Context: an optimization exercise on an open-source flow, tuned for a short achievable clock period and few clock cycles per item. The choices shown serve that exercise and are no tape-out recipe.
In this exercise RTL edits were held to simulation tests only and were not proved equivalent to the original.
No activity file was given, so power comes from the tool's default toggle rates.

<file path="flow/config.mk">
export PLATFORM = sky130hd
export DESIGN_NAME = ex_stage
export DESIGN_NICKNAME = ex_stage
export VERILOG_FILES = /design/flow/design.v
export SDC_FILE = /design/flow/constraint.sdc
export NUM_CORES = 4
export LEC_CHECK = 0
export CAP_MARGIN = 20
export CORE_MARGIN = 2
export CORE_UTILIZATION = 40
export SLEW_MARGIN = 20
</file>
<file path="flow/constraint.sdc">
create_clock -name core_clock -period 6.5 [get_ports {clock}]
set_input_delay 1.3000 -clock core_clock [delete_from_list [all_inputs] [get_ports {clock}]]
set_output_delay 1.3000 -clock core_clock [all_outputs]
set_load 0.01 [all_outputs]
</file>
<file path="flow/design.v">
`timescale 1ns/1ps
package ex_pkg;
	typedef logic [32-1:0]     xlen_t;
	typedef logic [5-1:0] rob_idx_t;
	typedef logic [6-1:0]  pr_idx_t;
	typedef enum logic [1:0] {
		UNIT_ALU0 = 2'd0,
		UNIT_ALU1 = 2'd1,
		UNIT_MULT = 2'd2
	} fu_unit_t;
	typedef enum logic [2:0] {
		ALU_ADD  = 3'd0,
		ALU_SUB  = 3'd1,
		ALU_AND  = 3'd2,
		ALU_OR   = 3'd3,
		ALU_XOR  = 3'd4,
		ALU_SLTU = 3'd5
	} alu_op_t;
	typedef enum logic [1:0] {
		MULT_IDLE = 2'd0,
		MULT_RUN  = 2'd1,
		MULT_HOLD = 2'd2
	} mult_state_t;
endpackage
`timescale 1ns/1ps
module exec_alu #(
	parameter ex_pkg::fu_unit_t UNIT_ID = ex_pkg::UNIT_ALU0
) (
	input  logic                                  clock,
	input  logic                                  reset,
	input  logic [2-1:0]             issue_valid,
	input  logic [2*2-1:0]           issue_unit,
	input  logic [2*3-1:0]           issue_op,
	input  logic [2*32-1:0]    issue_a,
	input  logic [2*32-1:0]    issue_b,
	input  logic [2*5-1:0] issue_rob,
	input  logic [2*6-1:0]  issue_pr,
	output logic                                  busy,
	output logic                                  res_valid,
	output ex_pkg::rob_idx_t                      res_rob,
	output ex_pkg::pr_idx_t                       res_pr,
	output ex_pkg::xlen_t                         res_value,
	input  logic                                  res_grant
);
	logic [2-1:0] hit;
	logic                      sel_valid;
	ex_pkg::alu_op_t           sel_op;
	ex_pkg::xlen_t             sel_a;
	ex_pkg::xlen_t             sel_b;
	ex_pkg::rob_idx_t          sel_rob;
	ex_pkg::pr_idx_t           sel_pr;
	ex_pkg::xlen_t             alu_out;
	logic                      valid_q;
	ex_pkg::xlen_t             value_q;
	ex_pkg::rob_idx_t          rob_q;
	ex_pkg::pr_idx_t           pr_q;
	always_comb begin
		sel_valid = 1'b0;
		sel_op    = ex_pkg::ALU_ADD;
		sel_a     = '0;
		sel_b     = '0;
		sel_rob   = '0;
		sel_pr    = '0;
		for (int w = 0; w < 2; w++) begin
			hit[w] = issue_valid[w] && (issue_unit[w*2 +: 2] == UNIT_ID);
			if (hit[w]) begin
				sel_valid = 1'b1;
				sel_op    = ex_pkg::alu_op_t'(issue_op[w*3 +: 3]);
				sel_a     = issue_a[w*32 +: 32];
				sel_b     = issue_b[w*32 +: 32];
				sel_rob   = issue_rob[w*5 +: 5];
				sel_pr    = issue_pr[w*6 +: 6];
			end
		end
	end
	always_comb begin
		case (sel_op)
			ex_pkg::ALU_ADD:  alu_out = sel_a + sel_b;
			ex_pkg::ALU_SUB:  alu_out = sel_a - sel_b;
			ex_pkg::ALU_AND:  alu_out = sel_a & sel_b;
			ex_pkg::ALU_OR:   alu_out = sel_a | sel_b;
			ex_pkg::ALU_XOR:  alu_out = sel_a ^ sel_b;
			ex_pkg::ALU_SLTU: alu_out = ex_pkg::xlen_t'(sel_a < sel_b);
			default:          alu_out = '0;
		endcase
	end
	always_ff @(posedge clock) begin
		if (reset) begin
			valid_q <= 1'b0;
		end else if (sel_valid) begin
			valid_q <= 1'b1;
		end else if (res_grant) begin
			valid_q <= 1'b0;
		end
	end
	always_ff @(posedge clock) begin
		if (sel_valid) begin
			value_q <= alu_out;
			rob_q   <= sel_rob;
			pr_q    <= sel_pr;
		end
	end
	assign res_valid = valid_q;
	assign res_value = value_q;
	assign res_rob   = rob_q;
	assign res_pr    = pr_q;
	assign busy = valid_q && !res_grant;
endmodule
`timescale 1ns/1ps
module exec_mult #(
	parameter ex_pkg::fu_unit_t UNIT_ID = ex_pkg::UNIT_MULT
) (
	input  logic                                  clock,
	input  logic                                  reset,
	input  logic [2-1:0]             issue_valid,
	input  logic [2*2-1:0]           issue_unit,
	input  logic [2*32-1:0]    issue_a,
	input  logic [2*32-1:0]    issue_b,
	input  logic [2*5-1:0] issue_rob,
	input  logic [2*6-1:0]  issue_pr,
	output logic                                  busy,
	output logic                                  res_valid,
	output ex_pkg::rob_idx_t                      res_rob,
	output ex_pkg::pr_idx_t                       res_pr,
	output ex_pkg::xlen_t                         res_value,
	input  logic                                  res_grant
);
	localparam int STEP  = (32 + 4 - 2) / (4 - 1);
	localparam int CNT_W = $clog2(4);
	logic [2-1:0] hit;
	logic                      start;
	ex_pkg::xlen_t             sel_a;
	ex_pkg::xlen_t             sel_b;
	ex_pkg::rob_idx_t          sel_rob;
	ex_pkg::pr_idx_t           sel_pr;
	ex_pkg::mult_state_t       state;
	logic [CNT_W-1:0]          count;
	ex_pkg::xlen_t             mcand;
	ex_pkg::xlen_t             mplier;
	ex_pkg::xlen_t             acc;
	ex_pkg::xlen_t             partial;
	logic [STEP-1:0]           digit;
	ex_pkg::rob_idx_t          rob_q;
	ex_pkg::pr_idx_t           pr_q;
	always_comb begin
		start   = 1'b0;
		sel_a   = '0;
		sel_b   = '0;
		sel_rob = '0;
		sel_pr  = '0;
		for (int w = 0; w < 2; w++) begin
			hit[w] = issue_valid[w] && (issue_unit[w*2 +: 2] == UNIT_ID);
			if (hit[w]) begin
				start   = 1'b1;
				sel_a   = issue_a[w*32 +: 32];
				sel_b   = issue_b[w*32 +: 32];
				sel_rob = issue_rob[w*5 +: 5];
				sel_pr  = issue_pr[w*6 +: 6];
			end
		end
	end
	assign digit   = mplier[STEP-1:0];
	assign partial = mcand * ex_pkg::xlen_t'(digit);
	always_ff @(posedge clock) begin
		if (reset) begin
			state <= ex_pkg::MULT_IDLE;
		end else begin
			case (state)
				ex_pkg::MULT_IDLE: begin
					if (start)
						state <= ex_pkg::MULT_RUN;
				end
				ex_pkg::MULT_RUN: begin
					if (count == '0)
						state <= ex_pkg::MULT_HOLD;
				end
				ex_pkg::MULT_HOLD: begin
					if (res_grant)
						state <= start ? ex_pkg::MULT_RUN : ex_pkg::MULT_IDLE;
				end
				default: state <= ex_pkg::MULT_IDLE;
			endcase
		end
	end
	always_ff @(posedge clock) begin
		if (start) begin
			count  <= CNT_W'(4 - 2);
			mcand  <= sel_a;
			mplier <= sel_b;
			acc    <= '0;
			rob_q  <= sel_rob;
			pr_q   <= sel_pr;
		end else if (state == ex_pkg::MULT_RUN) begin
			count  <= count - 1'b1;
			mcand  <= mcand << STEP;
			mplier <= mplier >> STEP;
			acc    <= acc + partial;
		end
	end
	assign res_valid = (state == ex_pkg::MULT_HOLD);
	assign res_value = acc;
	assign res_rob   = rob_q;
	assign res_pr    = pr_q;
	assign busy = (state == ex_pkg::MULT_RUN)
		|| (state == ex_pkg::MULT_HOLD && !res_grant);
endmodule
`timescale 1ns/1ps
module complete_arbiter (
	input  logic                            clock,
	input  logic                            reset,
	input  logic                            alu0_valid,
	input  logic                            alu1_valid,
	input  logic                            mult_valid,
	output logic                            alu0_grant,
	output logic                            alu1_grant,
	output logic                            mult_grant,
	output logic [2-1:0]    slot_valid,
	output logic [2*2-1:0]  slot_unit
);
	localparam logic [3*2-1:0] PRIO = {
		ex_pkg::UNIT_ALU1,
		ex_pkg::UNIT_ALU0,
		ex_pkg::UNIT_MULT
	};
	logic [3-1:0] req;
	logic [3-1:0] gnt;
	always_comb begin
		req                    = '0;
		req[ex_pkg::UNIT_ALU0] = alu0_valid;
		req[ex_pkg::UNIT_ALU1] = alu1_valid;
		req[ex_pkg::UNIT_MULT] = mult_valid;
	end
	always_comb begin
		int n;
		n          = 0;
		gnt        = '0;
		slot_valid = '0;
		slot_unit  = '0;
		for (int i = 0; i < 3; i++) begin
			if (req[PRIO[i*2 +: 2]] && n < 2) begin
				gnt[PRIO[i*2 +: 2]] = 1'b1;
				slot_valid[n]      = 1'b1;
				slot_unit[n*2 +: 2] = PRIO[i*2 +: 2];
				n++;
			end
		end
	end
	assign alu0_grant = gnt[ex_pkg::UNIT_ALU0];
	assign alu1_grant = gnt[ex_pkg::UNIT_ALU1];
	assign mult_grant = gnt[ex_pkg::UNIT_MULT];
endmodule
`timescale 1ns/1ps
module complete_sorter (
	input  logic                                    clock,
	input  logic                                    reset,
	input  ex_pkg::rob_idx_t                        alu0_rob,
	input  ex_pkg::pr_idx_t                         alu0_pr,
	input  ex_pkg::xlen_t                           alu0_value,
	input  ex_pkg::rob_idx_t                        alu1_rob,
	input  ex_pkg::pr_idx_t                         alu1_pr,
	input  ex_pkg::xlen_t                           alu1_value,
	input  ex_pkg::rob_idx_t                        mult_rob,
	input  ex_pkg::pr_idx_t                         mult_pr,
	input  ex_pkg::xlen_t                           mult_value,
	input  logic [2-1:0]            slot_valid,
	input  logic [2*2-1:0]          slot_unit,
	output logic [2-1:0]            complete_valid,
	output logic [2*5-1:0] complete_rob,
	output logic [2*6-1:0]  complete_pr,
	output logic [2*32-1:0]     complete_value
);
	ex_pkg::rob_idx_t mux_rob   [2];
	ex_pkg::pr_idx_t  mux_pr    [2];
	ex_pkg::xlen_t    mux_value [2];
	logic             swap;
	always_comb begin
		for (int s = 0; s < 2; s++) begin
			case (slot_unit[s*2 +: 2])
				ex_pkg::UNIT_ALU1: begin
					mux_rob[s]   = alu1_rob;
					mux_pr[s]    = alu1_pr;
					mux_value[s] = alu1_value;
				end
				ex_pkg::UNIT_MULT: begin
					mux_rob[s]   = mult_rob;
					mux_pr[s]    = mult_pr;
					mux_value[s] = mult_value;
				end
				default: begin
					mux_rob[s]   = alu0_rob;
					mux_pr[s]    = alu0_pr;
					mux_value[s] = alu0_value;
				end
			endcase
		end
	end
	assign swap = slot_valid[0] && slot_valid[1] && (mux_rob[1] < mux_rob[0]);
	always_ff @(posedge clock) begin
		if (reset)
			complete_valid <= '0;
		else
			complete_valid <= slot_valid;
	end
	always_ff @(posedge clock) begin
		complete_rob[0 +: 5]                 <= swap ? mux_rob[1]   : mux_rob[0];
		complete_pr[0 +: 6]                   <= swap ? mux_pr[1]    : mux_pr[0];
		complete_value[0 +: 32]                   <= swap ? mux_value[1] : mux_value[0];
		complete_rob[5 +: 5]      <= swap ? mux_rob[0]   : mux_rob[1];
		complete_pr[6 +: 6]         <= swap ? mux_pr[0]    : mux_pr[1];
		complete_value[32 +: 32]            <= swap ? mux_value[0] : mux_value[1];
	end
endmodule
`timescale 1ns/1ps
module ex_stage (
	input  logic                                      clock,
	input  logic                                      reset,
	input  logic [2-1:0]                 issue_valid,
	input  logic [2*2-1:0]               issue_unit,
	input  logic [2*3-1:0]               issue_op,
	input  logic [2*32-1:0]        issue_a,
	input  logic [2*32-1:0]        issue_b,
	input  logic [2*5-1:0]    issue_rob,
	input  logic [2*6-1:0]     issue_pr,
	output logic [2-1:0]              complete_valid,
	output logic [2*5-1:0] complete_rob,
	output logic [2*6-1:0]  complete_pr,
	output logic [2*32-1:0]     complete_value,
	output logic [3-1:0]                    unit_busy
);
	logic [2-1:0]   slot_valid;
	logic [2*2-1:0] slot_unit;
	logic             alu0_valid, alu1_valid, mult_valid;
	logic             alu0_grant, alu1_grant, mult_grant;
	ex_pkg::rob_idx_t alu0_rob,   alu1_rob,   mult_rob;
	ex_pkg::pr_idx_t  alu0_pr,    alu1_pr,    mult_pr;
	ex_pkg::xlen_t    alu0_value, alu1_value, mult_value;
	exec_alu #(.UNIT_ID(ex_pkg::UNIT_ALU0)) alu0_i (
		.clock(clock), .reset(reset),
		.issue_valid(issue_valid), .issue_unit(issue_unit), .issue_op(issue_op),
		.issue_a(issue_a), .issue_b(issue_b), .issue_rob(issue_rob), .issue_pr(issue_pr),
		.busy(unit_busy[ex_pkg::UNIT_ALU0]),
		.res_valid(alu0_valid), .res_rob(alu0_rob), .res_pr(alu0_pr),
		.res_value(alu0_value), .res_grant(alu0_grant)
	);
	exec_alu #(.UNIT_ID(ex_pkg::UNIT_ALU1)) alu1_i (
		.clock(clock), .reset(reset),
		.issue_valid(issue_valid), .issue_unit(issue_unit), .issue_op(issue_op),
		.issue_a(issue_a), .issue_b(issue_b), .issue_rob(issue_rob), .issue_pr(issue_pr),
		.busy(unit_busy[ex_pkg::UNIT_ALU1]),
		.res_valid(alu1_valid), .res_rob(alu1_rob), .res_pr(alu1_pr),
		.res_value(alu1_value), .res_grant(alu1_grant)
	);
	exec_mult #(.UNIT_ID(ex_pkg::UNIT_MULT)) mult_i (
		.clock(clock), .reset(reset),
		.issue_valid(issue_valid), .issue_unit(issue_unit),
		.issue_a(issue_a), .issue_b(issue_b), .issue_rob(issue_rob), .issue_pr(issue_pr),
		.busy(unit_busy[ex_pkg::UNIT_MULT]),
		.res_valid(mult_valid), .res_rob(mult_rob), .res_pr(mult_pr),
		.res_value(mult_value), .res_grant(mult_grant)
	);
	complete_arbiter arbiter_i (
		.clock(clock), .reset(reset),
		.alu0_valid(alu0_valid), .alu1_valid(alu1_valid), .mult_valid(mult_valid),
		.alu0_grant(alu0_grant), .alu1_grant(alu1_grant), .mult_grant(mult_grant),
		.slot_valid(slot_valid), .slot_unit(slot_unit)
	);
	complete_sorter sorter_i (
		.clock(clock), .reset(reset),
		.alu0_rob(alu0_rob), .alu0_pr(alu0_pr), .alu0_value(alu0_value),
		.alu1_rob(alu1_rob), .alu1_pr(alu1_pr), .alu1_value(alu1_value),
		.mult_rob(mult_rob), .mult_pr(mult_pr), .mult_value(mult_value),
		.slot_valid(slot_valid), .slot_unit(slot_unit),
		.complete_valid(complete_valid), .complete_rob(complete_rob),
		.complete_pr(complete_pr), .complete_value(complete_value)
	);
endmodule
</file>
<file path="flow/run.sh">
#!/bin/bash
# synth_recipe.tcl (not shown) runs the flow's synth.tcl, then flattens the netlist and writes it again
# the make line also repeats each setting of config.mk as NAME=value (left out here)
make -C /OpenROAD-flow-scripts/flow DESIGN_CONFIG=/design/flow/config.mk WORK_HOME=/design/flow/orfs CLKGATE_MAP_FILE= SYNTH_SCRIPT=/design/flow/synth_recipe.tcl finish
</file>
==> results.txt <==
[routing by layer]
metal,share of wire,up-vias,wire [um],GRT usage
met2,0.43,1374,54290,0.4516
li1,-,13440,-,-
met1,0.43,14280,54750,0.4134
met5,0.00089,-,114,0
met3,0.090,290,11490,0.06394
met4,0.054,16,6912,0.1429
[sequential cells by signal, indices dropped and copies added (netlist names), 5 cells and up]
signal                   flops
sorter_i.complete_value     64
alu0_i.value_q              32
alu1_i.value_q              32
mult_i.acc                  32
mult_i.mcand                32
mult_i.mplier               32
sorter_i.complete_pr        12
sorter_i.complete_rob       10
alu0_i.pr_q                  6
alu1_i.pr_q                  6
mult_i.pr_q                  6
alu0_i.rob_q                 5
alu1_i.rob_q                 5
mult_i.rob_q                 5
[placed cells by master (no fill, tap or decap), types with 163 or more instances in the layout]
cell	synthesis	final
ha_1	251	251
fa_1	253	253
mux2i_1	310	309
a21oi_1	234	231
o21ai_0	231	227
clkdlybuf4s50_1	0	253
inv_1	523	520
buf_4	4	163
nor2_1	303	298
nand2_1	493	490
[kinds of logic (layout without fill, tap and decap cells)]
family,Yosys count,after routing,synth area share
buffers and inverters,761,1015,0.09195
other,1,2,0.0001155
xor gates and xnor gates,56,56,0.01511
adders and majority gates,504,504,0.2527
muxes,311,311,0.09604
and+or+nand+nor,1079,1079,0.1456
AOI/OAI and AO/OA,873,873,0.1718
DFF,287,287,0.2266
[power groups by stage]
stage / Combinational [mW] / Sequential, mW / Clock, mW
detailed placement: 12.3 / 2.45 / 0
floorplan: 9.25 / 2.37 / 0
CTS: 12.3 / 2.42 / 2.19
finish: 12.3 / 2.42 / 2.15
global route: 13.8 / 2.44 / 2.25
global placement: 12.1 / 2.45 / 0
[worst max-delay path, stage by stage, from the launching register on]
cell and delay, ps:
edfxtp_1 530, buf_4 230, buf_4 160, and2_1 150, fa_1 480, fa_1 540
fa_1 540, fa_1 550, inv_1 50, fa_1 530, inv_1 40, ha_1 350
a21o_1 180, a21o_1 180, a21oi_1 150, inv_1 70, a21o_1 170, a41o_1 200
a21oi_1 230, o21ai_0 180, a31oi_1 230, xnor2_1 90, a22o_1 190
[cell type report]
type | count | area share
diodes | 1 | 0.00006581
clock buffers | 51 | 0.02984
clock inverters | 16 | 0.003290
inverters | 526 | 0.05192
multi-input cells | 2824 | 0.5846
flip-flops and latches | 287 | 0.1935
well taps | 1060 | 0.03488
repair buffers | 422 | 0.1019
[path summary, 6_finish.rpt]
| kind | cells after the start | end | startpoint | slack, ps |
|---|---|---|---|---|
| setup / recovery | 22 | mult_i.acc[24] | mult_i.mplier[8] | 340 |
| hold / removal | 2 | mult_i.acc[20] | mult_i.acc[20] | 450 |
| setup reg to reg | 22 | mult_i.acc[24] | mult_i.mplier[8] | 340 |
| hold reg to reg | 2 | mult_i.acc[20] | mult_i.acc[20] | 450 |
[through the flow]
stage,hold slack [ps],area [sq um],power [mW],setup slack (ps)
after floorplan,431.9,32470,11.62,563.6
after global placement,437.7,36730,14.57,203.5
after detailed placement,444.7,36730,14.70,143.7
after CTS,450.6,37990,16.91,278.8
after global routing,470.2,38020,18.53,3.674
final,449.6,38030,16.89,338.0
==> summary.txt <==
Detailed routing
  • Mean routed wirelength per cell: ~25 um
  • Detailed-route DRC error count: 0
  • Via-to-Cell Ratio: between 5 and 6
  • Post-route ant nets: 0
  • WL final: about 130 mm
  • DRT Pass-1 Iters: 6
  • Initial drt markers: 3,028
  • DR vias: slightly below 30,000

Outcome
  • Outcome: timing/DRC/antenna clean

Layout
  • Share of layout cells above drive strength 1: 0.07004
  • Post-Layout Cell Count: between 5,000 and 6,000
  • Fin util: 0.4729
  • Area of the multi-input gates: ~22,000 sq um
  • Fill count: about 8,000
  • Net count, final: 4,767
  • Register area: between 7000 and 8000 sq um
  • Layout overhead on the synthesized area: 17.13%

Timing
  • Relative slew slack: 0.2626
  • Hold Fails Final Rpt: 0
  • Final Setup Violations: 0
  • Unrepaired setup endpoints after global routing: no
  • Slew Limit Fails: 0
  • Fin Setup TNS: 0 ps
  • Fin Clk Skew: about 46 ps
  • Worst-margin pin slew: 1104 ps
  • Ratio of final minimum period to clock period: 0.9480
  • Fin crit period: 6162 ps
  • Max Clk Rate: 162.3 MHz

Synthesis
  • Syn Std Cell Area: roughly 32,000 sq um
  • Synth cell count leaders: inv_1 (523), nand2_1 (493), mux2i_1 (310)
  • Net Count, Synth: 4,540
  • Most common cell in the netlist: inv_1
  • Ys flop type: edfxtp_1
  • Top post-synthesis cells by area: fa_1 (16%), edfxtp_1 (15%), ha_1 (9.7%), mux2i_1 (9.6%), dfxtp_1 (7.8%)
  • Synth Instances: approximately 3,900
  • FFs w/ async S/R, synth: 0
  • Synth warn: 8
  • Avg Synthesized Cell Area: 8.385 sq um
  • Register area share after synthesis: 0.2266
  • Post-synth EDFFs: approximately 160
  • FF+latch count, synth: 287
  • Yosys top cell area share: 0.1560
  • Synth area leader: fa_1
  • Synth unique cells: 90

Critical path
  • CP arrival: about 6600 ps
  • CP required: between 6000 and 7000 ps
  • Worst setup EP type: register
  • Worst Setup Path Type: reg -> reg
  • Critical path launch point type: register
  • CP max FO: 9

Power
  • Power share of the combinational group: 0.730
  • Net Sw Frac: 0.4824
  • Leak pwr: approximately 18 nW
  • Sw power: approximately 8.1 mW
  • Internal power: between 8 and 9 mW
  • Peak supply drop: ~0.00050 V
  • PD cells: roughly 440 nW/um^2
  • Clk pwr share: 0.127
  • Flop pwr share: 0.143

Clock tree
  • Setup Buffers After CTS: 0
  • CTS Sinks: around 290
  • Clk pin slew, worst setup/hold paths: ~70 ps
  • Max clock buf depth: 3
  • H-tree Lvls: 2
  • Number of gates resized after CTS: 0
  • Clk Latency, worst-skew pair: around 600 ps
  • Total clock buffers created by CTS: 38
  • Root Buffer Master: clkbuf_16
  • Hold Buf Count CTS: 0
  • CTS tree: built

Floorplan
  • Total die area: about 83,000 sq um
  • Core area: between 80,000 and 90,000 sq um
  • Die width: 288.9 um
  • Initial core utilization: 0.4037
  • Die Span Y: 288.9 um
  • Ports: about 260
  • FP Rows: about 100

Place
  • GPL Wtd Cong: ~1.0
  • Port-buffer cells: about 250
  • Dpl cells: between 5,000 and 6,000
  • Hpwl dp: between 100 and 150 mm

GRT
  • Total Routing Usage GR: 0.3011
  • Vias in the first global route: between 20,000 and 30,000
  • Global route overflow: 0
  • Initial antenna violation count: 14
  • First-pass GRT wire length: 186.3 mm
  • Pin count of the biggest net entering global routing: 83

Worst hold path
  • Min-Delay Path Class: reg -> reg

Run
  • Max Cap Viol: 0
Testbench counts, summed over its fixed seeds: cycles 3,344, items 4,800.

[static timing again, ports no longer ideal]
How much do the figures lean on ideal ports? The routed layout below was timed once more, with nothing changed but the port constraints.
Step 1 sets driving cells, clkbuf_16 on the clock port and buf_2 on the other inputs (assumed; they add their load-dependent delay and slew).
Step 2 adds t to the input delays and takes it off the output delays; t is the mean of the earliest and latest rising clock arrival at the registers after step 1. Input paths then give back, and output paths get back, about the clock's delay inside the block.
Three values: ideal ports, drivers, drivers and shift; two values: the first two.
t (ns): 0.643
setup WS [ns]: 0.338 / 0.338 / 0.008
worst hold slack (ns): 0.450 / 0.450 / 0.450
worst setup path at the end: input to register
worst register clock-pin slew, ns: 0.08 / 0.08
After both steps this run still meets setup and hold. For this run, drivers alone change the setup slack by 0.000 ns; drivers and shift together by -0.330 ns.
